This design comes from an exercise in tuning for a short achievable clock period and few clock cycles on the open sky130 flow, not from production work. In this exercise RTL edits were held to simulation tests only and were not proved equivalent to the original. Power figures rest on the tool's default switching activity, not on a simulated workload.

==> run a: inputs <==
==> flow/design.v (excerpt) <==
module riscv_multicycle_top
#(
	parameter int              CNT_W    = 32,
	parameter logic [XLEN-1:0] RESET_PC = '0
) (
	input  logic                                clk,
	input  logic                                rst,
	output logic [XLEN-1:0]                     pc,
	output logic                                inst_req_valid,
	input  logic                                inst_req_ready,
	input  logic [XLEN-1:0]                     instruction,
	input  logic                                inst_valid,
	output logic                                inst_ready,
	output logic [XLEN-1:0]                     mem_address,
	output logic                                mem_write,
	output logic [XLEN-1:0]                     write_data,
	output logic                                mem_read,
	input  logic                                mem_req_ready,
	input  logic [XLEN-1:0]                     read_data,
	input  logic                                read_data_valid,
	output logic                                read_data_ready,
	output logic                                retire_valid,
	output logic                                retire_wen,
	output logic [REG_ADDR_W-1:0]               retire_rd,
	output logic [XLEN-1:0]                     retire_data,
	output logic [XLEN-1:0]                     retire_pc,
	output logic [NUM_EVENTS-1:0][CNT_W-1:0]    perf_cnt
);
clock: 12.0 ns
lec_check: 0
cap_margin: 20
core_margin: 2
core_utilization: 40
setup_slack_margin: 5
slew_margin: 20
run.sh (not shown) runs the stock make flow with config.mk's settings and CLKGATE_MAP_FILE= SYNTH_SCRIPT=/design/flow/synth_recipe.tcl, a recipe that flattens the netlist after the stock synthesis.
==> inputs of run b, as changes to run a <==
--- a/flow/design.v
+++ b/flow/design.v
@@ -229,13 +229,12 @@
 );
 	logic [XLEN-1:0] pc_q;
 	logic            req_q;       
 	logic            pc_ok_q;     
 	logic [2:0]      outst_q;     
 	logic [2:0]      kill_q;      
-	logic [1:0]      live_q;      
 	logic            rpend_q;     
 	logic [XLEN-1:0] rpc_q;
 	logic [XLEN-1:0] resp_pc_q;   
 	logic [1:0]      ib_cnt_q;    
 	logic [XLEN-1:0] ib0_ins_q, ib1_ins_q;
 	logic [XLEN-1:0] ib0_pc_q, ib1_pc_q;
@@ -413,24 +412,26 @@
 	assign c3_ar = ~mX_M1 & ~mX_W1 & mX_R1;
 	assign c3_bm = mX_M2;
 	assign c3_bw = ~mX_M2 & mX_W2;
 	assign c3_br = ~mX_M2 & ~mX_W2 & mX_R2;
 	assign c3_hz = ((c3_am | c3_bm) & m_load) | ((c3_aw | c3_bw) & w_load & ~w_have);
 	logic [2:0] outst_n, kill_n;
-	logic [1:0] ib_n, live_n;
-	logic       pend, req_n;
+	logic [1:0] ib_n;
+	logic       pend, pend_n, req_n;
+	logic [2:0] tokens_n;
 	logic       pop, push;
 	assign outst_n = outst_q + {2'b0, acc} - {2'b0, arr};
 	assign pend    = req_q & pc_ok_q & ~acc;
 	assign kill_n  = redirect ? (outst_n + {2'b0, pend})
 		: (kill_q - {2'b0, arr & (kill_q != 3'd0)});
 	assign pop     = i_take & i_from_ib;
 	assign push    = arr_live & ~redirect & ~(i_take & ~i_from_ib);
 	assign ib_n    = redirect ? 2'd0 : (ib_cnt_q - {1'b0, pop} + {1'b0, push});
-	assign live_n  = redirect ? 2'd0 : (live_q + {1'b0, acc & ~rpend_q} - {1'b0, i_take});
-	assign req_n   = pend | ~live_n[1];
+	assign pend_n  = pend;
+	assign tokens_n = outst_n + {2'b0, pend_n} - kill_n + {1'b0, ib_n};
+	assign req_n   = pend_n | (tokens_n < 3'd2);
 	logic [XLEN-1:0] pc_n;
 	always_comb begin
 		if (pend)
 			pc_n = pc_q;
 		else if (redirect)
 			pc_n = target;
@@ -445,23 +446,21 @@
 		if (rst) begin
 			pc_q      <= '0;
 			req_q     <= 1'b1;
 			pc_ok_q   <= 1'b1;
 			outst_q   <= '0;
 			kill_q    <= '0;
-			live_q    <= '0;
 			rpend_q   <= 1'b0;
 			resp_pc_q <= '0;
 			ib_cnt_q  <= '0;
 		end else begin
 			pc_q    <= pc_n;
 			req_q   <= req_n;
 			pc_ok_q <= (pc_n[XLEN-1:12] == '0);
 			outst_q <= outst_n;
 			kill_q  <= kill_n;
-			live_q  <= live_n;
 			if (pend & redirect) begin
 				rpend_q <= 1'b1;
 				rpc_q   <= target;
 			end else if (~pend)
 				rpend_q <= 1'b0;
 			if (redirect)
Settings changed: SETUP_SLACK_MARGIN 5 to default.
==> flow_summary_export.csv <==
group,metric,value,unit
run_status,status,"timing/DRC/antenna clean",
sta,clock.fmax,146,MHz
cells_and_area,fin_area,0.114,mm2
power,pg_clk,6740,uW
place,postPlaceCellArea,0.107,mm2
global_routing,grt_util_met2,0.457,
sta,min_period,6.83,ns
# the run above: run a

==> flow_summary_export.csv <==
group,metric,value,unit
run_status,status,"timing/DRC/antenna clean",
place,postPlaceCellArea,0.107,mm2
cells_and_area,fin_area,0.114,mm2
sta,min_period,8.32,ns
sta,rsz0062_at_grt,"false",
global_routing,grt_util_met2,0.463,
sta,clock.fmax,120,MHz
# the run above: run b

Testbench counts of run a, summed over its fixed seeds: cycles 36,745.
Testbench counts of run b, summed over its fixed seeds: cycles 36,745.

-- port drivers added, routing unchanged --
The flow's constraints put no driver on any port. The routed layouts listed below were extracted and timed again, unchanged, in two steps.
Step 1 sets driving cells, clkbuf_16 on the clock port and buf_2 on the other inputs (assumed; they add their load-dependent delay and slew).
Step 2 also shifts input and output timing later by t, the mid clock arrival at the registers, as if the neighbouring blocks saw the same clock.
a / b / c = ideal ports / drivers / drivers and shift; a / b = the first two.
run	shift t [ns]	setup slack, ns	hold slack, ns	worst setup path at the end	cell pins on the clock port's net
run a	0.976	5.173 / 5.173 / 4.454	0.354 / 0.354 / 0.354	input to register	1
run b	0.962	3.677 / 3.677 / 2.913	0.388 / 0.388 / 0.388	input to register	1
After both steps setup and hold are still met in every run listed. For run b, which loses most, drivers alone change the setup slack by 0.000 ns; drivers and shift together by -0.764 ns.
